This is an optimization exercise on Yosys and OpenROAD, whose aim is small area, a short achievable clock period and few clock cycles per item, not a production implementation. Function was not checked in any run shown here: the RTL went through the layout flow alone.

===== flow/config.mk =====
export PLATFORM = sky130hd
export DESIGN_NAME = elastic_alu
export DESIGN_NICKNAME = elastic_alu
export VERILOG_FILES = /design/flow/design.v
export SDC_FILE = /design/flow/constraint.sdc
export NUM_CORES = 4
export LEC_CHECK = 0
export CAP_MARGIN = 20
export CORE_MARGIN = 2
export CORE_UTILIZATION = 40
export SLEW_MARGIN = 20
export SYNTH_HIERARCHICAL = 1

===== flow/constraint.sdc =====
create_clock -name core_clock -period 10.0 [get_ports {clk}]
set_input_delay 2.0000 -clock core_clock [delete_from_list [all_inputs] [get_ports {clk}]]
set_output_delay 2.0000 -clock core_clock [all_outputs]
set_load 0.01 [all_outputs]

===== flow/design.v =====
`timescale 1ns/1ps
package alu_pkg;
	localparam int DATA_W = 32;
	typedef logic [DATA_W-1:0] word_t;
	localparam int SHAMT_W = 5;
	typedef logic [SHAMT_W-1:0] shamt_t;
	typedef enum logic [3:0] {
		OP_ADD  = 4'd0,
		OP_SUB  = 4'd1,
		OP_MUL  = 4'd2,
		OP_AND  = 4'd3,
		OP_OR   = 4'd4,
		OP_XOR  = 4'd5,
		OP_SHL  = 4'd6,
		OP_LSHR = 4'd7,
		OP_ASHR = 4'd8,
		OP_EQ   = 4'd9,
		OP_NE   = 4'd10,
		OP_ULT  = 4'd11,
		OP_ULE  = 4'd12,
		OP_SLT  = 4'd13,
		OP_SLE  = 4'd14
	} alu_op_t;
	localparam int MUL_STAGES_DEF = 4;
endpackage
`timescale 1ns/1ps
module elastic_alu (
	input logic clk,
	input logic rst,
	input logic [31:0] lhs,
	input logic [3:0] lhs_op,
	input logic lhs_valid,
	output logic lhs_ready,
	input logic [31:0] rhs,
	input logic rhs_valid,
	output logic rhs_ready,
	output logic [31:0] result,
	output logic result_valid,
	input logic result_ready
);
	logic lv, rv, fire, adv;
	logic [31:0] a_l, a_r;
	logic [3:0] a_op;
	assign fire = lv & rv & adv;
	assign lhs_ready = ~lv | fire;
	assign rhs_ready = ~rv | fire;
	always_ff @(posedge clk or posedge rst) begin
		if (rst) begin
			lv <= 1'b0;
			rv <= 1'b0;
		end else begin
			if (lhs_ready) lv <= lhs_valid;
			if (rhs_ready) rv <= rhs_valid;
		end
	end
	always_ff @(posedge clk) begin
		if (lhs_ready) begin
			a_l <= lhs;
			a_op <= lhs_op;
		end
		if (rhs_ready) begin
			a_r <= rhs;
		end
	end
	logic o_mul, o_sh, o_one, o_addr, o_subr, o_and, o_or, o_xor, o_cin, o_sgn, o_rt, o_s;
	logic [1:0] o_ck;
	logic [31:0] e_l, e_ad, fill;
	logic [15:0] e_one, e_two, e_neg;
	logic [32:0] rr;
	logic e_x0, e_x32, eq;
	always_comb begin
		o_mul = (a_op == 4'd2);
		o_sh = (a_op == 4'd6) | (a_op == 4'd7) | (a_op == 4'd8);
		o_rt = (a_op == 4'd7) | (a_op == 4'd8);
		o_s = (a_op == 4'd8) & a_l[31];
		o_addr = (a_op == 4'd0);
		o_subr = (a_op == 4'd1) | ((a_op >= 4'd9) & (a_op <= 4'd14));
		o_one = o_addr | o_subr;
		o_and = (a_op == 4'd3);
		o_or = (a_op == 4'd4);
		o_xor = (a_op == 4'd5);
		o_cin = (a_op == 4'd1) | (a_op == 4'd9) | (a_op == 4'd10) | (a_op == 4'd11) | (a_op == 4'd13);
		o_sgn = (a_op == 4'd13) | (a_op == 4'd14);
		o_ck = (a_op == 4'd9) ? 2'd1 : (a_op == 4'd10) ? 2'd2 :
			((a_op >= 4'd11) & (a_op <= 4'd14)) ? 2'd3 : 2'd0;
		for (int i = 0; i < 32; i++) begin
			e_l[i] = o_rt ? a_l[31 - i] : a_l[i];
		end
		rr = {a_r, 1'b0};
		for (int j = 0; j < 16; j++) begin
			e_one[j] = (o_mul & (rr[2*j+1] ^ rr[2*j])) | (o_sh & (a_r[4:1] == j) & ~a_r[0]) | ((j == 0) & o_one);
			e_two[j] = (o_mul & ((rr[2*j+2] & ~rr[2*j+1] & ~rr[2*j]) | (~rr[2*j+2] & rr[2*j+1] & rr[2*j]))) |
				(o_sh & (a_r[4:1] == j) & a_r[0]);
			e_neg[j] = o_mul & rr[2*j+2];
		end
		e_x0 = o_mul ? e_neg[0] : o_cin;
		e_x32 = (o_ck != 2'd0) & ~(o_sgn & (a_l[31] ^ a_r[31]));
		for (int i = 0; i < 32; i++) begin
			fill[i] = o_s & (i < a_r[4:0]);
		end
		e_ad = ({32{o_addr}} & a_r) | ({32{o_subr}} & ~a_r) | ({32{o_and}} & (a_l & a_r)) |
			({32{o_or}} & (a_l | a_r)) | ({32{o_xor}} & (a_l ^ a_r)) | fill;
		eq = (a_l == a_r);
	end
	logic cv;
	logic [31:0] c_l, ad;
	logic [15:0] one, two, neg;
	logic x0, x32;
	logic c_sn, c_sr, c_fl, c_fe;
	always_ff @(posedge clk or posedge rst) begin
		if (rst) begin
			cv <= 1'b0;
		end else if (adv) begin
			cv <= fire;
		end
	end
	always_ff @(posedge clk) begin
		if (adv) begin
			c_l <= e_l;
			ad <= e_ad;
			one <= e_one;
			two <= e_two;
			neg <= e_neg;
			x0 <= e_x0;
			x32 <= e_x32;
			c_sn <= (o_ck == 2'd0) & ~o_rt;
			c_sr <= (o_ck == 2'd0) & o_rt;
			c_fl <= (o_ck == 2'd3);
			c_fe <= ((o_ck == 2'd1) & eq) | ((o_ck == 2'd2) & ~eq);
		end
	end
	logic [31:0] pp0, pp1, pp2, pp3, pp4, pp5, pp6, pp7, pp8, pp9, pp10, pp11, pp12, pp13, pp14, pp15;
	logic [32:0] ll;
	assign ll = {c_l, 1'b0};
	always_comb begin
		for (int i = 0; i < 32; i++) begin
			pp0[i] = ((one[0] & ll[i+1]) | (two[0] & ll[i])) ^ neg[0];
			pp1[i] = ((one[1] & ll[i+1]) | (two[1] & ll[i])) ^ neg[1];
			pp2[i] = ((one[2] & ll[i+1]) | (two[2] & ll[i])) ^ neg[2];
			pp3[i] = ((one[3] & ll[i+1]) | (two[3] & ll[i])) ^ neg[3];
			pp4[i] = ((one[4] & ll[i+1]) | (two[4] & ll[i])) ^ neg[4];
			pp5[i] = ((one[5] & ll[i+1]) | (two[5] & ll[i])) ^ neg[5];
			pp6[i] = ((one[6] & ll[i+1]) | (two[6] & ll[i])) ^ neg[6];
			pp7[i] = ((one[7] & ll[i+1]) | (two[7] & ll[i])) ^ neg[7];
			pp8[i] = ((one[8] & ll[i+1]) | (two[8] & ll[i])) ^ neg[8];
			pp9[i] = ((one[9] & ll[i+1]) | (two[9] & ll[i])) ^ neg[9];
			pp10[i] = ((one[10] & ll[i+1]) | (two[10] & ll[i])) ^ neg[10];
			pp11[i] = ((one[11] & ll[i+1]) | (two[11] & ll[i])) ^ neg[11];
			pp12[i] = ((one[12] & ll[i+1]) | (two[12] & ll[i])) ^ neg[12];
			pp13[i] = ((one[13] & ll[i+1]) | (two[13] & ll[i])) ^ neg[13];
			pp14[i] = ((one[14] & ll[i+1]) | (two[14] & ll[i])) ^ neg[14];
			pp15[i] = ((one[15] & ll[i+1]) | (two[15] & ll[i])) ^ neg[15];
		end
	end
	logic [32:0] tx, ty, sum;
	logic t1, t2, t3, t4, t5, t6, t7, t8, t9, t10, t11, t12, t13, t14, t15, t16, t17, t18, t19, t20, t21, t22, t23, t24, t25, t26, t27, t28, t29, t30, t31, t32, t33, t34, t35, t36, t37, t38, t39, t40, t41, t42, t43, t44, t45, t46, t47, t48, t49, t50, t51, t52, t53, t54, t55, t56, t57, t58, t59, t60, t61, t62, t63, t64, t65, t66, t67, t68, t69, t70, t71, t72, t73, t74, t75, t76, t77, t78, t79, t80, t81, t82, t83, t84, t85, t86, t87, t88, t89, t90, t91, t92, t93, t94, t95, t96, t97, t98, t99, t100, t101, t102, t103, t104, t105, t106, t107, t108, t109, t110, t111, t112, t113, t114, t115, t116, t117, t118, t119, t120, t121, t122, t123, t124, t125, t126, t127, t128, t129, t130, t131, t132, t133, t134, t135, t136, t137, t138, t139, t140, t141, t142, t143, t144, t145, t146, t147, t148, t149, t150, t151, t152, t153, t154, t155, t156, t157, t158, t159, t160, t161, t162, t163, t164, t165, t166, t167, t168, t169, t170, t171, t172, t173, t174, t175, t176, t177, t178, t179, t180, t181, t182, t183, t184, t185, t186, t187, t188, t189, t190, t191, t192, t193, t194, t195, t196, t197, t198, t199, t200, t201, t202, t203, t204, t205, t206, t207, t208, t209, t210, t211, t212, t213, t214, t215, t216, t217, t218, t219, t220, t221, t222, t223, t224, t225, t226, t227, t228, t229, t230, t231, t232, t233, t234, t235, t236, t237, t238, t239, t240, t241, t242, t243, t244, t245, t246, t247, t248, t249, t250, t251, t252, t253, t254, t255, t256, t257, t258, t259, t260, t261, t262, t263, t264, t265, t266, t267, t268, t269, t270, t271, t272, t273, t274, t275, t276, t277, t278, t279, t280, t281, t282, t283, t284, t285, t286, t287, t288, t289, t290, t291, t292, t293, t294, t295, t296, t297, t298, t299, t300, t301, t302, t303, t304, t305, t306, t307, t308, t309, t310, t311, t312, t313, t314, t315, t316, t317, t318, t319, t320, t321, t322, t323, t324, t325, t326, t327, t328, t329, t330, t331, t332, t333, t334, t335, t336, t337, t338, t339, t340, t341, t342, t343, t344, t345, t346, t347, t348, t349, t350, t351, t352, t353, t354, t355, t356, t357, t358, t359, t360, t361, t362, t363, t364, t365, t366, t367, t368, t369, t370, t371, t372, t373, t374, t375, t376, t377, t378, t379, t380, t381, t382, t383, t384, t385, t386, t387, t388, t389, t390, t391, t392, t393, t394, t395, t396, t397, t398, t399, t400, t401, t402, t403, t404, t405, t406, t407, t408, t409, t410, t411, t412, t413, t414, t415, t416, t417, t418, t419, t420, t421, t422, t423, t424, t425, t426;
	csa_ha t1_h (.a(neg[11]), .b(ad[22]), .s(t1), .co(t2));
	csa_ha t3_h (.a(ad[23]), .b(pp0[23]), .s(t3), .co(t4));
	csa_fa t5_f (.a(neg[12]), .b(ad[24]), .c(pp0[24]), .s(t5), .co(t6));
	csa_ha t7_h (.a(pp10[4]), .b(pp11[2]), .s(t7), .co(t8));
	csa_fa t9_f (.a(ad[25]), .b(pp0[25]), .c(pp10[5]), .s(t9), .co(t10));
	csa_ha t11_h (.a(pp11[3]), .b(pp12[1]), .s(t11), .co(t12));
	csa_fa t13_f (.a(neg[13]), .b(ad[26]), .c(pp0[26]), .s(t13), .co(t14));
	csa_fa t15_f (.a(pp10[6]), .b(pp11[4]), .c(pp12[2]), .s(t15), .co(t16));
	csa_ha t17_h (.a(pp13[0]), .b(pp1[24]), .s(t17), .co(t18));
	csa_fa t19_f (.a(ad[27]), .b(pp0[27]), .c(pp10[7]), .s(t19), .co(t20));
	csa_fa t21_f (.a(pp11[5]), .b(pp12[3]), .c(pp13[1]), .s(t21), .co(t22));
	csa_ha t23_h (.a(pp1[25]), .b(pp2[23]), .s(t23), .co(t24));
	csa_fa t25_f (.a(neg[14]), .b(ad[28]), .c(pp0[28]), .s(t25), .co(t26));
	csa_fa t27_f (.a(pp10[8]), .b(pp11[6]), .c(pp12[4]), .s(t27), .co(t28));
	csa_fa t29_f (.a(pp13[2]), .b(pp14[0]), .c(pp1[26]), .s(t29), .co(t30));
	csa_ha t31_h (.a(pp2[24]), .b(pp3[22]), .s(t31), .co(t32));
	csa_fa t33_f (.a(ad[29]), .b(pp0[29]), .c(pp10[9]), .s(t33), .co(t34));
	csa_fa t35_f (.a(pp11[7]), .b(pp12[5]), .c(pp13[3]), .s(t35), .co(t36));
	csa_fa t37_f (.a(pp14[1]), .b(pp1[27]), .c(pp2[25]), .s(t37), .co(t38));
	csa_ha t39_h (.a(pp3[23]), .b(pp4[21]), .s(t39), .co(t40));
	csa_fa t41_f (.a(neg[15]), .b(ad[30]), .c(pp0[30]), .s(t41), .co(t42));
	csa_fa t43_f (.a(pp10[10]), .b(pp11[8]), .c(pp12[6]), .s(t43), .co(t44));
	csa_fa t45_f (.a(pp13[4]), .b(pp14[2]), .c(pp15[0]), .s(t45), .co(t46));
	csa_fa t47_f (.a(pp1[28]), .b(pp2[26]), .c(pp3[24]), .s(t47), .co(t48));
	csa_ha t49_h (.a(pp4[22]), .b(pp5[20]), .s(t49), .co(t50));
	csa_fa t51_f (.a(ad[31]), .b(pp0[31]), .c(pp10[11]), .s(t51), .co(t52));
	csa_fa t53_f (.a(pp11[9]), .b(pp12[7]), .c(pp13[5]), .s(t53), .co(t54));
	csa_fa t55_f (.a(pp14[3]), .b(pp15[1]), .c(pp1[29]), .s(t55), .co(t56));
	csa_fa t57_f (.a(pp2[27]), .b(pp3[25]), .c(pp4[23]), .s(t57), .co(t58));
	csa_ha t59_h (.a(pp5[21]), .b(pp6[19]), .s(t59), .co(t60));
	csa_ha t61_h (.a(neg[7]), .b(ad[14]), .s(t61), .co(t62));
	csa_ha t63_h (.a(ad[15]), .b(pp0[15]), .s(t63), .co(t64));
	csa_fa t65_f (.a(neg[8]), .b(ad[16]), .c(pp0[16]), .s(t65), .co(t66));
	csa_ha t67_h (.a(pp1[14]), .b(pp2[12]), .s(t67), .co(t68));
	csa_fa t69_f (.a(ad[17]), .b(pp0[17]), .c(pp1[15]), .s(t69), .co(t70));
	csa_ha t71_h (.a(pp2[13]), .b(pp3[11]), .s(t71), .co(t72));
	csa_fa t73_f (.a(neg[9]), .b(ad[18]), .c(pp0[18]), .s(t73), .co(t74));
	csa_fa t75_f (.a(pp1[16]), .b(pp2[14]), .c(pp3[12]), .s(t75), .co(t76));
	csa_ha t77_h (.a(pp4[10]), .b(pp5[8]), .s(t77), .co(t78));
	csa_fa t79_f (.a(ad[19]), .b(pp0[19]), .c(pp1[17]), .s(t79), .co(t80));
	csa_fa t81_f (.a(pp2[15]), .b(pp3[13]), .c(pp4[11]), .s(t81), .co(t82));
	csa_ha t83_h (.a(pp5[9]), .b(pp6[7]), .s(t83), .co(t84));
	csa_fa t85_f (.a(neg[10]), .b(ad[20]), .c(pp0[20]), .s(t85), .co(t86));
	csa_fa t87_f (.a(pp10[0]), .b(pp1[18]), .c(pp2[16]), .s(t87), .co(t88));
	csa_fa t89_f (.a(pp3[14]), .b(pp4[12]), .c(pp5[10]), .s(t89), .co(t90));
	csa_ha t91_h (.a(pp6[8]), .b(pp7[6]), .s(t91), .co(t92));
	csa_fa t93_f (.a(ad[21]), .b(pp0[21]), .c(pp10[1]), .s(t93), .co(t94));
	csa_fa t95_f (.a(pp1[19]), .b(pp2[17]), .c(pp3[15]), .s(t95), .co(t96));
	csa_fa t97_f (.a(pp4[13]), .b(pp5[11]), .c(pp6[9]), .s(t97), .co(t98));
	csa_ha t99_h (.a(pp7[7]), .b(pp8[5]), .s(t99), .co(t100));
	csa_fa t101_f (.a(pp0[22]), .b(pp10[2]), .c(pp11[0]), .s(t101), .co(t102));
	csa_fa t103_f (.a(pp1[20]), .b(pp2[18]), .c(pp3[16]), .s(t103), .co(t104));
	csa_fa t105_f (.a(pp4[14]), .b(pp5[12]), .c(pp6[10]), .s(t105), .co(t106));
	csa_fa t107_f (.a(pp7[8]), .b(pp8[6]), .c(pp9[4]), .s(t107), .co(t108));
	csa_fa t109_f (.a(pp10[3]), .b(pp11[1]), .c(pp1[21]), .s(t109), .co(t110));
	csa_fa t111_f (.a(pp2[19]), .b(pp3[17]), .c(pp4[15]), .s(t111), .co(t112));
	csa_fa t113_f (.a(pp5[13]), .b(pp6[11]), .c(pp7[9]), .s(t113), .co(t114));
	csa_fa t115_f (.a(pp8[7]), .b(pp9[5]), .c(t2), .s(t115), .co(t116));
	csa_fa t117_f (.a(pp12[0]), .b(pp1[22]), .c(pp2[20]), .s(t117), .co(t118));
	csa_fa t119_f (.a(pp3[18]), .b(pp4[16]), .c(pp5[14]), .s(t119), .co(t120));
	csa_fa t121_f (.a(pp6[12]), .b(pp7[10]), .c(pp8[8]), .s(t121), .co(t122));
	csa_fa t123_f (.a(pp9[6]), .b(t4), .c(t7), .s(t123), .co(t124));
	csa_fa t125_f (.a(pp1[23]), .b(pp2[21]), .c(pp3[19]), .s(t125), .co(t126));
	csa_fa t127_f (.a(pp4[17]), .b(pp5[15]), .c(pp6[13]), .s(t127), .co(t128));
	csa_fa t129_f (.a(pp7[11]), .b(pp8[9]), .c(pp9[7]), .s(t129), .co(t130));
	csa_fa t131_f (.a(t8), .b(t11), .c(t6), .s(t131), .co(t132));
	csa_fa t133_f (.a(pp2[22]), .b(pp3[20]), .c(pp4[18]), .s(t133), .co(t134));
	csa_fa t135_f (.a(pp5[16]), .b(pp6[14]), .c(pp7[12]), .s(t135), .co(t136));
	csa_fa t137_f (.a(pp8[10]), .b(pp9[8]), .c(t12), .s(t137), .co(t138));
	csa_fa t139_f (.a(t17), .b(t10), .c(t13), .s(t139), .co(t140));
	csa_fa t141_f (.a(pp3[21]), .b(pp4[19]), .c(pp5[17]), .s(t141), .co(t142));
	csa_fa t143_f (.a(pp6[15]), .b(pp7[13]), .c(pp8[11]), .s(t143), .co(t144));
	csa_fa t145_f (.a(pp9[9]), .b(t18), .c(t23), .s(t145), .co(t146));
	csa_fa t147_f (.a(t14), .b(t16), .c(t19), .s(t147), .co(t148));
	csa_fa t149_f (.a(pp4[20]), .b(pp5[18]), .c(pp6[16]), .s(t149), .co(t150));
	csa_fa t151_f (.a(pp7[14]), .b(pp8[12]), .c(pp9[10]), .s(t151), .co(t152));
	csa_fa t153_f (.a(t24), .b(t31), .c(t20), .s(t153), .co(t154));
	csa_fa t155_f (.a(t22), .b(t25), .c(t27), .s(t155), .co(t156));
	csa_fa t157_f (.a(pp5[19]), .b(pp6[17]), .c(pp7[15]), .s(t157), .co(t158));
	csa_fa t159_f (.a(pp8[13]), .b(pp9[11]), .c(t32), .s(t159), .co(t160));
	csa_fa t161_f (.a(t39), .b(t26), .c(t28), .s(t161), .co(t162));
	csa_fa t163_f (.a(t30), .b(t33), .c(t35), .s(t163), .co(t164));
	csa_fa t165_f (.a(pp6[18]), .b(pp7[16]), .c(pp8[14]), .s(t165), .co(t166));
	csa_fa t167_f (.a(pp9[12]), .b(t40), .c(t49), .s(t167), .co(t168));
	csa_fa t169_f (.a(t34), .b(t36), .c(t38), .s(t169), .co(t170));
	csa_fa t171_f (.a(t41), .b(t43), .c(t45), .s(t171), .co(t172));
	csa_fa t173_f (.a(pp7[17]), .b(pp8[15]), .c(pp9[13]), .s(t173), .co(t174));
	csa_fa t175_f (.a(t50), .b(t59), .c(t42), .s(t175), .co(t176));
	csa_fa t177_f (.a(t44), .b(t46), .c(t48), .s(t177), .co(t178));
	csa_fa t179_f (.a(t51), .b(t53), .c(t55), .s(t179), .co(t180));
	assign t181 = x32 ^ t60;
	csa_ha t182_h (.a(neg[4]), .b(ad[8]), .s(t182), .co(t183));
	csa_ha t184_h (.a(ad[9]), .b(pp0[9]), .s(t184), .co(t185));
	csa_fa t186_f (.a(neg[5]), .b(ad[10]), .c(pp0[10]), .s(t186), .co(t187));
	csa_ha t188_h (.a(pp1[8]), .b(pp2[6]), .s(t188), .co(t189));
	csa_fa t190_f (.a(ad[11]), .b(pp0[11]), .c(pp1[9]), .s(t190), .co(t191));
	csa_ha t192_h (.a(pp2[7]), .b(pp3[5]), .s(t192), .co(t193));
	csa_fa t194_f (.a(neg[6]), .b(ad[12]), .c(pp0[12]), .s(t194), .co(t195));
	csa_fa t196_f (.a(pp1[10]), .b(pp2[8]), .c(pp3[6]), .s(t196), .co(t197));
	csa_ha t198_h (.a(pp4[4]), .b(pp5[2]), .s(t198), .co(t199));
	csa_fa t200_f (.a(ad[13]), .b(pp0[13]), .c(pp1[11]), .s(t200), .co(t201));
	csa_fa t202_f (.a(pp2[9]), .b(pp3[7]), .c(pp4[5]), .s(t202), .co(t203));
	csa_ha t204_h (.a(pp5[3]), .b(pp6[1]), .s(t204), .co(t205));
	csa_fa t206_f (.a(pp0[14]), .b(pp1[12]), .c(pp2[10]), .s(t206), .co(t207));
	csa_fa t208_f (.a(pp3[8]), .b(pp4[6]), .c(pp5[4]), .s(t208), .co(t209));
	csa_fa t210_f (.a(pp6[2]), .b(pp7[0]), .c(t61), .s(t210), .co(t211));
	csa_fa t212_f (.a(pp1[13]), .b(pp2[11]), .c(pp3[9]), .s(t212), .co(t213));
	csa_fa t214_f (.a(pp4[7]), .b(pp5[5]), .c(pp6[3]), .s(t214), .co(t215));
	csa_fa t216_f (.a(pp7[1]), .b(t62), .c(t63), .s(t216), .co(t217));
	csa_fa t218_f (.a(pp3[10]), .b(pp4[8]), .c(pp5[6]), .s(t218), .co(t219));
	csa_fa t220_f (.a(pp6[4]), .b(pp7[2]), .c(pp8[0]), .s(t220), .co(t221));
	csa_fa t222_f (.a(t64), .b(t67), .c(t65), .s(t222), .co(t223));
	csa_fa t224_f (.a(pp4[9]), .b(pp5[7]), .c(pp6[5]), .s(t224), .co(t225));
	csa_fa t226_f (.a(pp7[3]), .b(pp8[1]), .c(t68), .s(t226), .co(t227));
	csa_fa t228_f (.a(t71), .b(t66), .c(t69), .s(t228), .co(t229));
	csa_fa t230_f (.a(pp6[6]), .b(pp7[4]), .c(pp8[2]), .s(t230), .co(t231));
	csa_fa t232_f (.a(pp9[0]), .b(t72), .c(t77), .s(t232), .co(t233));
	csa_fa t234_f (.a(t70), .b(t73), .c(t75), .s(t234), .co(t235));
	csa_fa t236_f (.a(pp7[5]), .b(pp8[3]), .c(pp9[1]), .s(t236), .co(t237));
	csa_fa t238_f (.a(t78), .b(t83), .c(t74), .s(t238), .co(t239));
	csa_fa t240_f (.a(t76), .b(t79), .c(t81), .s(t240), .co(t241));
	csa_fa t242_f (.a(pp8[4]), .b(pp9[2]), .c(t84), .s(t242), .co(t243));
	csa_fa t244_f (.a(t91), .b(t80), .c(t82), .s(t244), .co(t245));
	csa_fa t246_f (.a(t85), .b(t87), .c(t89), .s(t246), .co(t247));
	csa_fa t248_f (.a(pp9[3]), .b(t92), .c(t99), .s(t248), .co(t249));
	csa_fa t250_f (.a(t86), .b(t88), .c(t90), .s(t250), .co(t251));
	csa_fa t252_f (.a(t93), .b(t95), .c(t97), .s(t252), .co(t253));
	csa_fa t254_f (.a(t1), .b(t100), .c(t94), .s(t254), .co(t255));
	csa_fa t256_f (.a(t96), .b(t98), .c(t101), .s(t256), .co(t257));
	csa_fa t258_f (.a(t103), .b(t105), .c(t107), .s(t258), .co(t259));
	csa_fa t260_f (.a(t3), .b(t102), .c(t104), .s(t260), .co(t261));
	csa_fa t262_f (.a(t106), .b(t108), .c(t109), .s(t262), .co(t263));
	csa_fa t264_f (.a(t111), .b(t113), .c(t115), .s(t264), .co(t265));
	csa_fa t266_f (.a(t110), .b(t112), .c(t114), .s(t266), .co(t267));
	csa_fa t268_f (.a(t116), .b(t117), .c(t119), .s(t268), .co(t269));
	csa_fa t270_f (.a(t121), .b(t5), .c(t123), .s(t270), .co(t271));
	csa_fa t272_f (.a(t118), .b(t120), .c(t122), .s(t272), .co(t273));
	csa_fa t274_f (.a(t125), .b(t127), .c(t129), .s(t274), .co(t275));
	csa_fa t276_f (.a(t9), .b(t124), .c(t131), .s(t276), .co(t277));
	csa_fa t278_f (.a(t126), .b(t128), .c(t130), .s(t278), .co(t279));
	csa_fa t280_f (.a(t133), .b(t135), .c(t15), .s(t280), .co(t281));
	csa_fa t282_f (.a(t137), .b(t132), .c(t139), .s(t282), .co(t283));
	csa_fa t284_f (.a(t134), .b(t136), .c(t141), .s(t284), .co(t285));
	csa_fa t286_f (.a(t143), .b(t21), .c(t138), .s(t286), .co(t287));
	csa_fa t288_f (.a(t145), .b(t140), .c(t147), .s(t288), .co(t289));
	csa_fa t290_f (.a(t142), .b(t144), .c(t149), .s(t290), .co(t291));
	csa_fa t292_f (.a(t151), .b(t29), .c(t146), .s(t292), .co(t293));
	csa_fa t294_f (.a(t148), .b(t153), .c(t155), .s(t294), .co(t295));
	csa_fa t296_f (.a(t150), .b(t152), .c(t157), .s(t296), .co(t297));
	csa_fa t298_f (.a(t37), .b(t159), .c(t154), .s(t298), .co(t299));
	csa_fa t300_f (.a(t156), .b(t161), .c(t163), .s(t300), .co(t301));
	csa_fa t302_f (.a(t158), .b(t165), .c(t47), .s(t302), .co(t303));
	csa_fa t304_f (.a(t160), .b(t167), .c(t162), .s(t304), .co(t305));
	csa_fa t306_f (.a(t164), .b(t169), .c(t171), .s(t306), .co(t307));
	csa_fa t308_f (.a(t166), .b(t173), .c(t57), .s(t308), .co(t309));
	csa_fa t310_f (.a(t168), .b(t170), .c(t172), .s(t310), .co(t311));
	csa_fa t312_f (.a(t175), .b(t177), .c(t179), .s(t312), .co(t313));
	assign t314 = t174 ^ t52 ^ t54;
	assign t315 = t56 ^ t58 ^ t181;
	assign t316 = t176 ^ t178 ^ t180;
	csa_ha t317_h (.a(neg[2]), .b(ad[4]), .s(t317), .co(t318));
	csa_ha t319_h (.a(ad[5]), .b(pp0[5]), .s(t319), .co(t320));
	csa_fa t321_f (.a(neg[3]), .b(ad[6]), .c(pp0[6]), .s(t321), .co(t322));
	csa_ha t323_h (.a(pp1[4]), .b(pp2[2]), .s(t323), .co(t324));
	csa_fa t325_f (.a(ad[7]), .b(pp0[7]), .c(pp1[5]), .s(t325), .co(t326));
	csa_ha t327_h (.a(pp2[3]), .b(pp3[1]), .s(t327), .co(t328));
	csa_fa t329_f (.a(pp0[8]), .b(pp1[6]), .c(pp2[4]), .s(t329), .co(t330));
	csa_fa t331_f (.a(pp3[2]), .b(pp4[0]), .c(t182), .s(t331), .co(t332));
	csa_fa t333_f (.a(pp1[7]), .b(pp2[5]), .c(pp3[3]), .s(t333), .co(t334));
	csa_fa t335_f (.a(pp4[1]), .b(t183), .c(t184), .s(t335), .co(t336));
	csa_fa t337_f (.a(pp3[4]), .b(pp4[2]), .c(pp5[0]), .s(t337), .co(t338));
	csa_fa t339_f (.a(t185), .b(t188), .c(t186), .s(t339), .co(t340));
	csa_fa t341_f (.a(pp4[3]), .b(pp5[1]), .c(t189), .s(t341), .co(t342));
	csa_fa t343_f (.a(t192), .b(t187), .c(t190), .s(t343), .co(t344));
	csa_fa t345_f (.a(pp6[0]), .b(t193), .c(t198), .s(t345), .co(t346));
	csa_fa t347_f (.a(t191), .b(t194), .c(t196), .s(t347), .co(t348));
	csa_fa t349_f (.a(t199), .b(t204), .c(t195), .s(t349), .co(t350));
	csa_fa t351_f (.a(t197), .b(t200), .c(t202), .s(t351), .co(t352));
	csa_fa t353_f (.a(t205), .b(t201), .c(t203), .s(t353), .co(t354));
	csa_fa t355_f (.a(t206), .b(t208), .c(t210), .s(t355), .co(t356));
	csa_fa t357_f (.a(t207), .b(t209), .c(t212), .s(t357), .co(t358));
	csa_fa t359_f (.a(t214), .b(t211), .c(t216), .s(t359), .co(t360));
	csa_fa t361_f (.a(t213), .b(t215), .c(t218), .s(t361), .co(t362));
	csa_fa t363_f (.a(t220), .b(t217), .c(t222), .s(t363), .co(t364));
	csa_fa t365_f (.a(t219), .b(t221), .c(t224), .s(t365), .co(t366));
	csa_fa t367_f (.a(t226), .b(t223), .c(t228), .s(t367), .co(t368));
	csa_fa t369_f (.a(t225), .b(t230), .c(t227), .s(t369), .co(t370));
	csa_fa t371_f (.a(t232), .b(t229), .c(t234), .s(t371), .co(t372));
	csa_fa t373_f (.a(t231), .b(t236), .c(t233), .s(t373), .co(t374));
	csa_fa t375_f (.a(t235), .b(t238), .c(t240), .s(t375), .co(t376));
	csa_fa t377_f (.a(t237), .b(t242), .c(t239), .s(t377), .co(t378));
	csa_fa t379_f (.a(t241), .b(t244), .c(t246), .s(t379), .co(t380));
	csa_fa t381_f (.a(t243), .b(t248), .c(t245), .s(t381), .co(t382));
	csa_fa t383_f (.a(t247), .b(t250), .c(t252), .s(t383), .co(t384));
	csa_fa t385_f (.a(t249), .b(t251), .c(t253), .s(t385), .co(t386));
	csa_fa t387_f (.a(t254), .b(t256), .c(t258), .s(t387), .co(t388));
	csa_fa t389_f (.a(t255), .b(t257), .c(t259), .s(t389), .co(t390));
	csa_fa t391_f (.a(t260), .b(t262), .c(t264), .s(t391), .co(t392));
	csa_fa t393_f (.a(t261), .b(t263), .c(t266), .s(t393), .co(t394));
	csa_fa t395_f (.a(t265), .b(t268), .c(t270), .s(t395), .co(t396));
	csa_fa t397_f (.a(t267), .b(t269), .c(t272), .s(t397), .co(t398));
	csa_fa t399_f (.a(t274), .b(t271), .c(t276), .s(t399), .co(t400));
	csa_fa t401_f (.a(t273), .b(t275), .c(t278), .s(t401), .co(t402));
	csa_fa t403_f (.a(t280), .b(t277), .c(t282), .s(t403), .co(t404));
	csa_fa t405_f (.a(t279), .b(t281), .c(t284), .s(t405), .co(t406));
	csa_fa t407_f (.a(t286), .b(t283), .c(t288), .s(t407), .co(t408));
	csa_fa t409_f (.a(t285), .b(t290), .c(t287), .s(t409), .co(t410));
	csa_fa t411_f (.a(t292), .b(t289), .c(t294), .s(t411), .co(t412));
	csa_fa t413_f (.a(t291), .b(t296), .c(t293), .s(t413), .co(t414));
	csa_fa t415_f (.a(t298), .b(t295), .c(t300), .s(t415), .co(t416));
	csa_fa t417_f (.a(t297), .b(t302), .c(t299), .s(t417), .co(t418));
	csa_fa t419_f (.a(t304), .b(t301), .c(t306), .s(t419), .co(t420));
	csa_fa t421_f (.a(t303), .b(t308), .c(t305), .s(t421), .co(t422));
	csa_fa t423_f (.a(t310), .b(t307), .c(t312), .s(t423), .co(t424));
	assign t425 = t309 ^ t314 ^ t315;
	assign t426 = t311 ^ t316 ^ t313;
	logic q0_0, q0_1, q0_2, q1_0, q1_1, q2_0, q2_1, q2_2, q2_3, q3_0, q3_1, q3_2, q4_0, q4_1, q4_2, q4_3, q5_0, q5_1, q5_2, q5_3, q6_0, q6_1, q6_2, q6_3, q7_0, q7_1, q7_2, q7_3, q8_0, q8_1, q8_2, q8_3, q9_0, q9_1, q9_2, q9_3, q10_0, q10_1, q10_2, q10_3, q11_0, q11_1, q11_2, q11_3, q12_0, q12_1, q12_2, q12_3, q13_0, q13_1, q13_2, q13_3, q14_0, q14_1, q14_2, q14_3, q15_0, q15_1, q15_2, q15_3, q16_0, q16_1, q16_2, q16_3, q17_0, q17_1, q17_2, q17_3, q18_0, q18_1, q18_2, q18_3, q19_0, q19_1, q19_2, q19_3, q20_0, q20_1, q20_2, q20_3, q21_0, q21_1, q21_2, q21_3, q22_0, q22_1, q22_2, q22_3, q23_0, q23_1, q23_2, q23_3, q24_0, q24_1, q24_2, q24_3, q25_0, q25_1, q25_2, q25_3, q26_0, q26_1, q26_2, q26_3, q27_0, q27_1, q27_2, q27_3, q28_0, q28_1, q28_2, q28_3, q29_0, q29_1, q29_2, q29_3, q30_0, q30_1, q30_2, q30_3, q31_0, q31_1, q31_2, q31_3, q32_0, q32_1, q32_2, q32_3;
	always_ff @(posedge clk) begin
		if (adv) begin
			q0_0 <= ad[0];
			q0_1 <= x0;
			q0_2 <= pp0[0];
			q1_0 <= ad[1];
			q1_1 <= pp0[1];
			q2_0 <= neg[1];
			q2_1 <= ad[2];
			q2_2 <= pp0[2];
			q2_3 <= pp1[0];
			q3_0 <= ad[3];
			q3_1 <= pp0[3];
			q3_2 <= pp1[1];
			q4_0 <= t317;
			q4_1 <= pp0[4];
			q4_2 <= pp1[2];
			q4_3 <= pp2[0];
			q5_0 <= t319;
			q5_1 <= pp1[3];
			q5_2 <= pp2[1];
			q5_3 <= t318;
			q6_0 <= t321;
			q6_1 <= t323;
			q6_2 <= pp3[0];
			q6_3 <= t320;
			q7_0 <= t325;
			q7_1 <= t327;
			q7_2 <= t322;
			q7_3 <= t324;
			q8_0 <= t329;
			q8_1 <= t331;
			q8_2 <= t326;
			q8_3 <= t328;
			q9_0 <= t333;
			q9_1 <= t335;
			q9_2 <= t330;
			q9_3 <= t332;
			q10_0 <= t337;
			q10_1 <= t339;
			q10_2 <= t334;
			q10_3 <= t336;
			q11_0 <= t341;
			q11_1 <= t343;
			q11_2 <= t338;
			q11_3 <= t340;
			q12_0 <= t345;
			q12_1 <= t347;
			q12_2 <= t342;
			q12_3 <= t344;
			q13_0 <= t349;
			q13_1 <= t351;
			q13_2 <= t346;
			q13_3 <= t348;
			q14_0 <= t353;
			q14_1 <= t355;
			q14_2 <= t350;
			q14_3 <= t352;
			q15_0 <= t357;
			q15_1 <= t359;
			q15_2 <= t354;
			q15_3 <= t356;
			q16_0 <= t361;
			q16_1 <= t363;
			q16_2 <= t358;
			q16_3 <= t360;
			q17_0 <= t365;
			q17_1 <= t367;
			q17_2 <= t362;
			q17_3 <= t364;
			q18_0 <= t369;
			q18_1 <= t371;
			q18_2 <= t366;
			q18_3 <= t368;
			q19_0 <= t373;
			q19_1 <= t375;
			q19_2 <= t370;
			q19_3 <= t372;
			q20_0 <= t377;
			q20_1 <= t379;
			q20_2 <= t374;
			q20_3 <= t376;
			q21_0 <= t381;
			q21_1 <= t383;
			q21_2 <= t378;
			q21_3 <= t380;
			q22_0 <= t385;
			q22_1 <= t387;
			q22_2 <= t382;
			q22_3 <= t384;
			q23_0 <= t389;
			q23_1 <= t391;
			q23_2 <= t386;
			q23_3 <= t388;
			q24_0 <= t393;
			q24_1 <= t395;
			q24_2 <= t390;
			q24_3 <= t392;
			q25_0 <= t397;
			q25_1 <= t399;
			q25_2 <= t394;
			q25_3 <= t396;
			q26_0 <= t401;
			q26_1 <= t403;
			q26_2 <= t398;
			q26_3 <= t400;
			q27_0 <= t405;
			q27_1 <= t407;
			q27_2 <= t402;
			q27_3 <= t404;
			q28_0 <= t409;
			q28_1 <= t411;
			q28_2 <= t406;
			q28_3 <= t408;
			q29_0 <= t413;
			q29_1 <= t415;
			q29_2 <= t410;
			q29_3 <= t412;
			q30_0 <= t417;
			q30_1 <= t419;
			q30_2 <= t414;
			q30_3 <= t416;
			q31_0 <= t421;
			q31_1 <= t423;
			q31_2 <= t418;
			q31_3 <= t420;
			q32_0 <= t425;
			q32_1 <= t426;
			q32_2 <= t422;
			q32_3 <= t424;
		end
	end
	logic u1, u2, u3, u4, u5, u6, u7, u8, u9, u10, u11, u12, u13, u14, u15, u16, u17, u18, u19, u20, u21, u22, u23, u24, u25, u26, u27, u28, u29, u30, u31, u32, u33, u34, u35, u36, u37, u38, u39, u40, u41, u42, u43, u44, u45, u46, u47, u48, u49, u50, u51, u52, u53, u54, u55, u56, u57, u58, u59, u60, u61, u62, u63, u64, u65, u66, u67, u68, u69, u70, u71, u72, u73, u74, u75, u76, u77, u78, u79, u80, u81, u82, u83, u84, u85, u86, u87, u88, u89, u90, u91, u92, u93, u94, u95, u96, u97, u98, u99, u100, u101, u102, u103, u104, u105, u106, u107, u108, u109, u110, u111, u112, u113, u114, u115, u116, u117, u118, u119, u120, u121, u122, u123, u124, u125, u126, u127, u128;
	csa_ha u1_h (.a(q2_0), .b(q2_1), .s(u1), .co(u2));
	csa_ha u3_h (.a(q3_0), .b(q3_1), .s(u3), .co(u4));
	csa_fa u5_f (.a(q4_0), .b(q4_1), .c(q4_2), .s(u5), .co(u6));
	csa_fa u7_f (.a(q5_0), .b(q5_1), .c(q5_2), .s(u7), .co(u8));
	csa_fa u9_f (.a(q6_0), .b(q6_1), .c(q6_2), .s(u9), .co(u10));
	csa_fa u11_f (.a(q7_0), .b(q7_1), .c(q7_2), .s(u11), .co(u12));
	csa_fa u13_f (.a(q8_0), .b(q8_1), .c(q8_2), .s(u13), .co(u14));
	csa_fa u15_f (.a(q9_0), .b(q9_1), .c(q9_2), .s(u15), .co(u16));
	csa_fa u17_f (.a(q10_0), .b(q10_1), .c(q10_2), .s(u17), .co(u18));
	csa_fa u19_f (.a(q11_0), .b(q11_1), .c(q11_2), .s(u19), .co(u20));
	csa_fa u21_f (.a(q12_0), .b(q12_1), .c(q12_2), .s(u21), .co(u22));
	csa_fa u23_f (.a(q13_0), .b(q13_1), .c(q13_2), .s(u23), .co(u24));
	csa_fa u25_f (.a(q14_0), .b(q14_1), .c(q14_2), .s(u25), .co(u26));
	csa_fa u27_f (.a(q15_0), .b(q15_1), .c(q15_2), .s(u27), .co(u28));
	csa_fa u29_f (.a(q16_0), .b(q16_1), .c(q16_2), .s(u29), .co(u30));
	csa_fa u31_f (.a(q17_0), .b(q17_1), .c(q17_2), .s(u31), .co(u32));
	csa_fa u33_f (.a(q18_0), .b(q18_1), .c(q18_2), .s(u33), .co(u34));
	csa_fa u35_f (.a(q19_0), .b(q19_1), .c(q19_2), .s(u35), .co(u36));
	csa_fa u37_f (.a(q20_0), .b(q20_1), .c(q20_2), .s(u37), .co(u38));
	csa_fa u39_f (.a(q21_0), .b(q21_1), .c(q21_2), .s(u39), .co(u40));
	csa_fa u41_f (.a(q22_0), .b(q22_1), .c(q22_2), .s(u41), .co(u42));
	csa_fa u43_f (.a(q23_0), .b(q23_1), .c(q23_2), .s(u43), .co(u44));
	csa_fa u45_f (.a(q24_0), .b(q24_1), .c(q24_2), .s(u45), .co(u46));
	csa_fa u47_f (.a(q25_0), .b(q25_1), .c(q25_2), .s(u47), .co(u48));
	csa_fa u49_f (.a(q26_0), .b(q26_1), .c(q26_2), .s(u49), .co(u50));
	csa_fa u51_f (.a(q27_0), .b(q27_1), .c(q27_2), .s(u51), .co(u52));
	csa_fa u53_f (.a(q28_0), .b(q28_1), .c(q28_2), .s(u53), .co(u54));
	csa_fa u55_f (.a(q29_0), .b(q29_1), .c(q29_2), .s(u55), .co(u56));
	csa_fa u57_f (.a(q30_0), .b(q30_1), .c(q30_2), .s(u57), .co(u58));
	csa_fa u59_f (.a(q31_0), .b(q31_1), .c(q31_2), .s(u59), .co(u60));
	assign u61 = q32_0 ^ q32_1 ^ q32_2;
	csa_ha u62_h (.a(q0_0), .b(q0_1), .s(u62), .co(u63));
	csa_ha u64_h (.a(q1_0), .b(q1_1), .s(u64), .co(u65));
	csa_x2 u67_x (.a(q2_2), .b(q2_3), .y(u67));
	csa_x2 u66_x (.a(u67), .b(u1), .y(u66));
	csa_mj u68_m (.a(q2_2), .b(q2_3), .c(u1), .y(u68));
	csa_fa u69_f (.a(q3_2), .b(u2), .c(u3), .s(u69), .co(u70));
	csa_x2 u72_x (.a(q4_3), .b(u4), .y(u72));
	csa_x2 u71_x (.a(u72), .b(u5), .y(u71));
	csa_mj u73_m (.a(q4_3), .b(u4), .c(u5), .y(u73));
	csa_fa u74_f (.a(q5_3), .b(u6), .c(u7), .s(u74), .co(u75));
	csa_fa u76_f (.a(q6_3), .b(u8), .c(u9), .s(u76), .co(u77));
	csa_fa u78_f (.a(q7_3), .b(u10), .c(u11), .s(u78), .co(u79));
	csa_fa u80_f (.a(q8_3), .b(u12), .c(u13), .s(u80), .co(u81));
	csa_fa u82_f (.a(q9_3), .b(u14), .c(u15), .s(u82), .co(u83));
	csa_fa u84_f (.a(q10_3), .b(u16), .c(u17), .s(u84), .co(u85));
	csa_fa u86_f (.a(q11_3), .b(u18), .c(u19), .s(u86), .co(u87));
	csa_fa u88_f (.a(q12_3), .b(u20), .c(u21), .s(u88), .co(u89));
	csa_fa u90_f (.a(q13_3), .b(u22), .c(u23), .s(u90), .co(u91));
	csa_fa u92_f (.a(q14_3), .b(u24), .c(u25), .s(u92), .co(u93));
	csa_fa u94_f (.a(q15_3), .b(u26), .c(u27), .s(u94), .co(u95));
	csa_fa u96_f (.a(q16_3), .b(u28), .c(u29), .s(u96), .co(u97));
	csa_fa u98_f (.a(q17_3), .b(u30), .c(u31), .s(u98), .co(u99));
	csa_fa u100_f (.a(q18_3), .b(u32), .c(u33), .s(u100), .co(u101));
	csa_fa u102_f (.a(q19_3), .b(u34), .c(u35), .s(u102), .co(u103));
	csa_fa u104_f (.a(q20_3), .b(u36), .c(u37), .s(u104), .co(u105));
	csa_fa u106_f (.a(q21_3), .b(u38), .c(u39), .s(u106), .co(u107));
	csa_fa u108_f (.a(q22_3), .b(u40), .c(u41), .s(u108), .co(u109));
	csa_fa u110_f (.a(q23_3), .b(u42), .c(u43), .s(u110), .co(u111));
	csa_fa u112_f (.a(q24_3), .b(u44), .c(u45), .s(u112), .co(u113));
	csa_fa u114_f (.a(q25_3), .b(u46), .c(u47), .s(u114), .co(u115));
	csa_fa u116_f (.a(q26_3), .b(u48), .c(u49), .s(u116), .co(u117));
	csa_fa u118_f (.a(q27_3), .b(u50), .c(u51), .s(u118), .co(u119));
	csa_fa u120_f (.a(q28_3), .b(u52), .c(u53), .s(u120), .co(u121));
	csa_fa u122_f (.a(q29_3), .b(u54), .c(u55), .s(u122), .co(u123));
	csa_fa u124_f (.a(q30_3), .b(u56), .c(u57), .s(u124), .co(u125));
	csa_fa u126_f (.a(q31_3), .b(u58), .c(u59), .s(u126), .co(u127));
	assign u128 = q32_3 ^ u60 ^ u61;
	assign tx = {u128, u126, u124, u122, u120, u118, u116, u114, u112, u110, u108, u106, u104, u102, u100, u98, u96, u94, u92, u90, u88, u86, u84, u82, u80, u78, u76, u74, u71, u69, u66, u64, u62};
	assign ty = {u127, u125, u123, u121, u119, u117, u115, u113, u111, u109, u107, u105, u103, u101, u99, u97, u95, u93, u91, u89, u87, u85, u83, u81, u79, u77, u75, u73, u70, u68, u65, u63, q0_2};
	assign sum = tx + ty;
	logic bv;
	logic b_sn, b_sr, b_fl, b_fe;
	always_ff @(posedge clk or posedge rst) begin
		if (rst) begin
			bv <= 1'b0;
		end else if (adv) begin
			bv <= cv;
		end
	end
	always_ff @(posedge clk) begin
		if (adv) begin
			b_sn <= c_sn;
			b_sr <= c_sr;
			b_fl <= c_fl;
			b_fe <= c_fe;
		end
	end
	logic [31:0] res;
	always_comb begin
		for (int i = 0; i < 32; i++) begin
			res[i] = (b_sn & sum[i]) | (b_sr & sum[31 - i]);
		end
		res[0] = res[0] | (b_fl & sum[32]) | b_fe;
	end
	logic ov, sv, take;
	logic [31:0] o_d, s_d;
	assign adv = ~sv;
	assign take = ov & result_ready;
	assign result_valid = ov;
	assign result = o_d;
	always_ff @(posedge clk or posedge rst) begin
		if (rst) begin
			ov <= 1'b0;
			sv <= 1'b0;
		end else if (sv) begin
			if (take) sv <= 1'b0;
		end else if (bv) begin
			if (ov & ~take) sv <= 1'b1;
			else ov <= 1'b1;
		end else if (take) begin
			ov <= 1'b0;
		end
	end
	logic k_s, k_n, k_r;
	logic [31:0] o_n;
	assign k_s = sv;
	assign k_n = ~sv & b_sn;
	assign k_r = ~sv & b_sr;
	always_comb begin
		for (int i = 0; i < 32; i++) begin
			o_n[i] = (k_s & s_d[i]) | (k_n & sum[i]) | (k_r & sum[31 - i]);
		end
		o_n[0] = o_n[0] | (~sv & ((b_fl & sum[32]) | b_fe));
	end
	always_ff @(posedge clk) begin
		if (~sv) s_d <= res;
		if ((sv & take) | (~sv & bv & (~ov | take))) o_d <= o_n;
	end
endmodule
module csa_fa (
	input logic a,
	input logic b,
	input logic c,
	output logic s,
	output logic co
);
	assign s = a ^ b ^ c;
	assign co = (a & b) | (a & c) | (b & c);
endmodule
module csa_ha (
	input logic a,
	input logic b,
	output logic s,
	output logic co
);
	assign s = a ^ b;
	assign co = a & b;
endmodule
module csa_x2 (
	input logic a,
	input logic b,
	output logic y
);
	assign y = a ^ b;
endmodule
module csa_mj (
	input logic a,
	input logic b,
	input logic c,
	output logic y
);
	assign y = (a & b) | (a & c) | (b & c);
endmodule

===== flow/flow/run.sh =====
#!/bin/bash
set -euo pipefail
MARGIN=${MARGIN:-6.5}
sed "s/\"\\\${@:-finish}\"/SETUP_SLACK_MARGIN=$MARGIN \"\${@:-finish}\"/" standard.sh > flow/standard_margin.sh
grep -q "SETUP_SLACK_MARGIN=$MARGIN" flow/standard_margin.sh
bash flow/standard_margin.sh > make_flow.log 2>&1

===== flow/flow/standard_margin.sh =====
#!/bin/bash
# The standard flow's own layout of this design, on the ORFS make targets given (by default finish). After
# finish it leaves the final layout's DEF at /design/flow/out/final.def.
set -euo pipefail
make -C /OpenROAD-flow-scripts/flow DESIGN_CONFIG=/design/flow/config.mk WORK_HOME=/design/flow/orfs CLKGATE_MAP_FILE= SYNTH_SCRIPT=/design/flow/synth_recipe.tcl CAP_MARGIN=20 CORE_MARGIN=2 CORE_UTILIZATION=40 SLEW_MARGIN=20 SYNTH_HIERARCHICAL=1 SETUP_SLACK_MARGIN=6.5 "${@:-finish}"
if [[ -f /design/flow/orfs/results/sky130hd/elastic_alu/base/6_final.odb ]]; then
  : # left out here: write the final layout as DEF
fi

===== flow/standard.sh =====
#!/bin/bash
# synth_recipe.tcl (not shown) runs the flow's synth.tcl, then flattens the netlist and writes it again
# the make line also repeats each setting of config.mk as NAME=value (left out here)
make -C /OpenROAD-flow-scripts/flow DESIGN_CONFIG=/design/flow/config.mk WORK_HOME=/design/flow/orfs CLKGATE_MAP_FILE= SYNTH_SCRIPT=/design/flow/synth_recipe.tcl "${@:-finish}"

==> results.py, run 1 <==
metrics = {
    "drt": {
        "dr.pass1.iters": 7,
        "drtIter0Drc": 2046,
        "wire_per_inst_um": 26.0,
        "drc": 0,
        "drt-total-wl_mm": 88.4,
        "viasPerCell": 5.85,
        "antenna_left": 0,
        "num_vias": 19900,
    },
    "layout": {
        "instances_no_fill": 3404,
        "drive_above_1_share_pct": 13.0,
        "antenna_cells": 0,
        "fin_nets": 2881,
        "fillers": 6359,
        "areaGrowthSynthToFinish_pct": 16.6,
        "seq_area_um2": 11600,
        "multi_input_area_um2": 16400,
    },
    "flow_run": {
        "maxCapViolCount": 0,
    },
    "timing": {
        "max_freq_mhz": 261,
        "finalMaxSlewViolations": 0,
        "finalSetupTns_ps": 0,
        "post-route-period-util_pct": 38.2,
        "worstMarginPinSlew_ps": 1070,
        "rsz0062_at_grt": "true",
        "slew_headroom_pct": 28.6,
        "timing.final.crit_period_ps": 3820,
        "clock-skew-final_ps": 25.8,
        "hold_viol_final": 0,
        "setup_violations": 0,
    },
    "global_routing": {
        "grtUsageTotal_pct": 23.9,
        "grt_pass1_vias": 20500,
        "grt_first_pass_wirelength_mm": 132,
        "grt_max_degree": 88,
        "antenna_found_initial": 1,
        "grt_overflow": 0,
    },
    "hold_path": {
        "hold_depth": 0,
        "hold_class": "flop to flop",
    },
    "synth": {
        "ys_seq_area_share_pct": 41.0,
        "synth-seq-cells": 388,
        "synthTopCellsByCount": "edfxtp_1, xnor2_1, a22oi_1",
        "yosys.area_share.simple_pct": 5.12,
        "postSynth.topFlopCell": "edfxtp_1",
        "synth_cell_types": 73,
        "synth_nets": 2824,
        "synth_area_leaders": "edfxtp_1, fa_1, xnor2_1",
        "syn_area_per_cell_um2": 11.9,
        "synth.mux.area_fraction_pct": 0.869,
        "synthCells": 2374,
        "async_reset_ff_share_pct": 1.55,
        "yosysTopAreaCell": "edfxtp_1",
        "synth_top_area_share_pct": 40.5,
        "synth.most_common_cell": "edfxtp_1",
        "synth-edff-count": 382,
        "synthXorXnorAreaFrac_pct": 10.4,
        "ys_warn_count": 7,
        "synth_top_family_by_area": "adder cells",
        "synth-compound-area-share_pct": 15.6,
        "synthAdderAreaFrac_pct": 23.0,
        "syn_area_um2": 28400,
    },
    "die": {
        "coreArea_um2": 70100,
        "rows": 97,
        "pin_count": 108,
        "die-area_um2": 73000,
        "floorplan.initialDensity_pct": 40.4,
        "dieWidth_um": 270,
        "die_h_um": 270,
    },
    "status": {
        "status": "complete, no violations",
    },
    "critical_path": {
        "path_max_fanout": 5,
        "path_class": "flop to flop",
        "r2r_cells": 10,
        "critPathArrivalTime_ps": 4160,
        "cp.required_ps": 10330,
        "start_kind": "flop",
        "end_kind": "flop",
    },
    "clock_network": {
        "cts.sinks": 388,
        "numCtsBuffers": 44,
        "hold_buffers": 0,
        "path_clk_slew_ps": 60,
        "h-tree-depth": 2,
        "tritoncts": "done",
        "insertion_delay_ps": 590,
        "root_buffer": "clkbuf_16",
        "cts_buffer_depth": 3,
    },
    "placement": {
        "io_buffers": 107,
        "gp_congestion": 0.988,
        "dp_hpwl_mm": 63.5,
        "dp_cells": 3252,
    },
}
[modules after synthesis (local to each module, per instance)]
module	area [um2]	cells	flops+latches	times used
elastic_alu	23100	2098	388	1
csa_fa	20.0	1	0	238
csa_ha	12.5	1	0	32
csa_mj	11.3	1	0	2
csa_x2	8.76	1	0	4
[per-layer routing]
| metal | part of all wire [%] | GRT usage (%) |
|---|---|---|
| met2 | 48 | 39.6 |
| met1 | 41 | 30.9 |
| met3 | 6.9 | 4.08 |
| met4 | 4.6 | 10.5 |
| met5 | 0.015 | 0 |
[stage by stage]
stage	hold slack, ps	util, %	worst slack (ps)	cell area [um2]
2_1_floorplan	400	-	6320	28500
3_3_place_gp	410	43.1	5700	30300
3_5_place_dp	405	43.1	5730	30300
4_1_cts	420	46.5	6140	32600
5_1_grt	423	47.1	6070	33100
6_report	419	47.1	6180	33100
[path summary, 6_finish.rpt]
kind,from,end,slack [ps]
max in group asynchronous,rst,sv,8130
worst max-delay path,q12_0,o_d[0],6180
min in group asynchronous,rst,ov,1660
worst max register to register,q12_0,o_d[0],6180
worst min-delay path,ad[1],q1_0,420
worst min register to register,ad[1],q1_0,420
[layout make-up]
class | count | share of cell area, %
tap | 940 | 3.56
timing repair buffer | 222 | 6.42
clock buffer | 53 | 3.49
sequential | 388 | 35.2
clock inverter | 26 | 0.696
multi-input combinational | 1688 | 49.7
inverter | 87 | 1.01
[cells by family after synthesis]
kind of cell	after synthesis
adders and majority gates	379
muxes	22
AOI/OAI and AO/OA	629
buffers and inverters	298
xor gates and xnor gates	334
DFF	388
and+or+nand+nor	324
[critical path, cell delays in order, from the launching register on]
cell       delay, ps
edfxtp_1         390
fa_1             570
fa_1             470
ha_4             340
nand2_2           90
or4_4            600
a211oi_4         340
nor2_4            90
o2111ai_2        270
o211ai_2         130
mux2_4           280
[registers in the layout, indices dropped and copies added, names as in the netlist, 16 cells and up]
register  count
a_l          32
a_r          32
ad           32
c_l          32
o_d          32
s_d          32
neg          16
one          16
two          16
[what timing repair did]
item	in CTS	in global routing
resized for setup	112	43
cloned	1	0
pin swaps	43	32
setup buffers	46	24
endpoints found under the setup margin	83	81
[layout by cell type (no fill, tap or decap), types with 13 or more instances in the layout]
cell type	count
o21ai_0	113
mux2_2	16
o211ai_1	14
clkbuf_16	44
ha_4	16
xnor2_1	307
a22o_1	19
fa_1	238
a21o_1	16
buf_4	92
nor2_1	59
nand2_1	144
nand3_1	33
a32o_1	14
buf_6	15
edfxtp_1	382
o2111ai_1	13
a221oi_1	17
a21oi_1	45
ha_1	116
clkdlybuf4s50_1	97
a22oi_1	270
inv_1	85
==> run 2: changes to the inputs <==
--- a/flow/design.v
+++ b/flow/design.v
@@ -43,5 +43,8 @@
 	logic [3:0] a_op;
+	logic lbusy, rbusy, lv_n, rv_n, sv_n;
 	assign fire = lv & rv & adv;
-	assign lhs_ready = ~lv | fire;
-	assign rhs_ready = ~rv | fire;
+	assign lhs_ready = ~lbusy;
+	assign rhs_ready = ~rbusy;
+	assign lv_n = lhs_ready ? lhs_valid : lv;
+	assign rv_n = rhs_ready ? rhs_valid : rv;
 	always_ff @(posedge clk or posedge rst) begin
@@ -50,5 +53,9 @@
 			rv <= 1'b0;
+			lbusy <= 1'b0;
+			rbusy <= 1'b0;
 		end else begin
-			if (lhs_ready) lv <= lhs_valid;
-			if (rhs_ready) rv <= rhs_valid;
+			lv <= lv_n;
+			rv <= rv_n;
+			lbusy <= lv_n & ~(rv_n & ~sv_n);
+			rbusy <= rv_n & ~(lv_n & ~sv_n);
 		end
@@ -607,2 +614,15 @@
 	assign result = o_d;
+	logic ov_n;
+	always_comb begin
+		ov_n = ov;
+		sv_n = sv;
+		if (sv) begin
+			if (take) sv_n = 1'b0;
+		end else if (bv) begin
+			if (ov & ~take) sv_n = 1'b1;
+			else ov_n = 1'b1;
+		end else if (take) begin
+			ov_n = 1'b0;
+		end
+	end
 	always_ff @(posedge clk or posedge rst) begin
@@ -611,9 +631,5 @@
 			sv <= 1'b0;
-		end else if (sv) begin
-			if (take) sv <= 1'b0;
-		end else if (bv) begin
-			if (ov & ~take) sv <= 1'b1;
-			else ov <= 1'b1;
-		end else if (take) begin
-			ov <= 1'b0;
+		end else begin
+			ov <= ov_n;
+			sv <= sv_n;
 		end
==> run 2 against run 1 <==
Effect of this change:
- maximum frequency rose by 4.7%
- worst setup slack improved by 170 ps
- final area rose by 1.0%
- sequential share of layout area fell by 0.21 points
- clock skew rose by 4.9 ps
- first-iteration DRC count rose by 7.1%
- final cell count rose by 0.94%
- synthesized cell count rose by 1.2%
==> results.py, run 2 <==
metrics = {
    "placement": {
        "gp_congestion": 0.946,
        "io_buffers": 107,
        "dp_hpwl_mm": 61.9,
    },
    "synth": {
        "synth_area_leaders": "edfxtp_1, fa_1, xnor2_1",
        "yosysTopAreaCell": "edfxtp_1",
        "synth-seq-cells": 390,
        "syn_area_per_cell_um2": 11.8,
        "syn_area_um2": 28500,
        "synthCells": 2403,
        "ys_warn_count": 7,
        "synth_nets": 2853,
        "synthTopCellsByCount": "edfxtp_1, xnor2_1, a22oi_1",
        "ys_seq_area_share_pct": 41.0,
        "synth_cell_types": 71,
        "synth-edff-count": 382,
        "synth.most_common_cell": "edfxtp_1",
        "postSynth.topFlopCell": "edfxtp_1",
        "async_reset_ff_share_pct": 2.05,
        "synth_top_area_share_pct": 40.3,
    },
    "global_routing": {
        "grt_max_degree": 172,
        "grt_overflow": 0,
        "antenna_found_initial": 2,
        "grt_pass1_vias": 21000,
        "grtUsageTotal_pct": 24.2,
        "grt_first_pass_wirelength_mm": 134,
    },
    "layout": {
        "fillers": 6214,
        "final_common_cell": "edfxtp_1",
        "fin_nets": 2909,
        "drive_above_1_share_pct": 14.0,
        "most-common-layout-cells": "edfxtp_1, xnor2_1, a22oi_1",
        "areaGrowthSynthToFinish_pct": 17.4,
    },
    "drt": {
        "drt-total-wl_mm": 89.9,
        "antenna_left": 0,
        "num_vias": 20200,
        "drc": 0,
        "wire_per_inst_um": 26.2,
        "drtIter0Drc": 2191,
        "viasPerCell": 5.88,
        "dr.pass1.iters": 6,
    },
    "status": {
        "status": "complete, no violations",
    },
    "timing": {
        "finalMaxSlewViolations": 0,
        "setup_violations": 0,
        "hold_viol_final": 0,
        "post-route-period-util_pct": 36.5,
        "worstMarginPinSlew_ps": 1080,
        "timing.final.crit_period_ps": 3650,
        "rsz0062_at_grt": "true",
        "finalSetupTns_ps": 0,
        "max_freq_mhz": 274,
        "clock-skew-final_ps": 30.7,
        "slew_headroom_pct": 27.7,
    },
    "critical_path": {
        "start_kind": "flop",
        "cp.required_ps": 10360,
        "path_class": "flop to flop",
        "path_max_fanout": 2,
        "end_kind": "flop",
        "critPathArrivalTime_ps": 4010,
    },
    "clock_network": {
        "insertion_delay_ps": 600,
        "root_buffer": "clkbuf_16",
        "cts_buffer_depth": 3,
        "h-tree-depth": 2,
        "tritoncts": "done",
        "numCtsBuffers": 46,
        "cts.sinks": 390,
        "path_clk_slew_ps": 60,
    },
    "die": {
        "pin_count": 108,
        "die-area_um2": 73300,
        "rows": 97,
        "die_h_um": 271,
        "dieWidth_um": 271,
        "floorplan.initialDensity_pct": 40.5,
        "coreArea_um2": 70300,
    },
    "flow_run": {
        "maxCapViolCount": 0,
    },
    "hold_path": {
        "hold_class": "flop to flop",
    },
}
-- run 2: cell count changes in the layout (fill, tap and decap cells not counted), moves of 7 or more --
cell             before  now
nor2_1               59   66
clkdlybuf4s50_1      97   77
ha_4                 16   25
nand2_1             144  159
a22o_1               19   10
dlygate4sd2_1         6   20
inv_1                85   78
buf_4                92  100
-- run 2: modules after synthesis, one instance, submodules excluded --
| module | flip-flops and latches | cells inside | area (um2) |
|---|---|---|---|
| csa_mj | 0 | 1 | 11.3 |
| csa_fa | 0 | 1 | 20.0 |
| csa_x2 | 0 | 1 | 8.76 |
| elastic_alu | 390 | 2127 | 23200 |
| csa_ha | 0 | 1 | 12.5 |
-- run 2: critical path, cell delays in order, from the launching register on --
cell and delay [ps]:
edfxtp_1 400, fa_1 580, fa_1 460, ha_4 240, a21o_1 170, buf_4 130
a31oi_2 140, o221a_2 240, nand3_2 100, buf_4 170, a41oi_4 150, xnor2_2 150
a22o_1 260, mux2_4 250
-- run 2: path summary, 6_finish.rpt --
path                            to  slack, ps  depth (start not counted)  from
setup / recovery           o_d[24]       6350                         13  q9_0
hold / removal                b_fl        420                          0  c_fl
setup reg to reg           o_d[24]       6350                         13  q9_0
hold reg to reg               b_fl        420                          0  c_fl
max in group asynchronous    rbusy       8100                          2   rst
min in group asynchronous    lbusy       1660                          2   rst
-- run 2: timing repair --
item | 4_1_cts | 5_1_grt
buffers inserted | 54 | 22
gates cloned | 1 | 0
pin swaps | 69 | 50
setup endpoints to repair | 99 | 69
hold buffers | 0 | 0
resized for setup | 172 | 58
-- run 2: cell families after synthesis --
group | after synthesis | synth area share, %
flops | 390 | 41.0
xor+xnor | 332 | 10.2
fa+ha+maj | 379 | 23.0
compound gates | 634 | 15.5
buf+inv | 299 | 4.04
simple gates | 347 | 5.36
mux | 22 | 0.884
-- run 2: final cells by class --
cell class	instances	area, um2	area share [%]
tap	940	1180	3.52
multi-input combinational	1714	16600	49.8
sequential	390	11700	34.9
inverter	83	324	0.970
antenna	1	2.50	0.00749
clock buffer	61	1240	3.71
clock inverter	23	289	0.865
timing repair buffer	224	2050	6.14
-- run 2: metal layers --
| metal | share of wire (%) | GRT usage (%) | up-vias |
|---|---|---|---|
| li1 | - | - | 8817 |
| met1 | 40 | 30.7 | 10100 |
| met2 | 48 | 40.2 | 993 |
| met3 | 7.6 | 4.95 | 239 |
| met4 | 4.5 | 10.3 | 4 |
| met5 | 0.028 | 0 | - |
-- run 2: through the flow --
stage               instance area (um2)  setup WS, ps  util [%]  instances  hold slack, ps
floorplan                         28500          6520         -       2403             400
global placement                  30200          5750      43.0       3274             407
detailed placement                30200          5760      43.0       3274             405
CTS                               33000          6320      46.9       3413             418
global route                      33400          6220      47.5       3435             421
finish                            33400          6350      47.5       3436             417

-- afterwards: timing with drivers on the ports --
The results above use ideal ports. As a check the final layouts listed here were re-extracted and re-timed, cells and wires unchanged. Step 1, drivers: a clkbuf_16 drives clk and a buf_2 each remaining input, both assumed. Step 2 also shifts input and output timing later by t, the mid clock arrival at the registers, as if the neighbouring blocks saw the same clock. a / b / c = no drivers / after step 1 / after step 2; a / b = the first two.
run	t, ns	slack for setup (ns)	hold slack, ns
run 1	0.635	6.176 / 6.176 / 6.176	0.419 / 0.419 / 0.419
run 2	0.654	6.347 / 6.347 / 6.347	0.417 / 0.417 / 0.417
After both steps setup and hold are still met in every run listed.
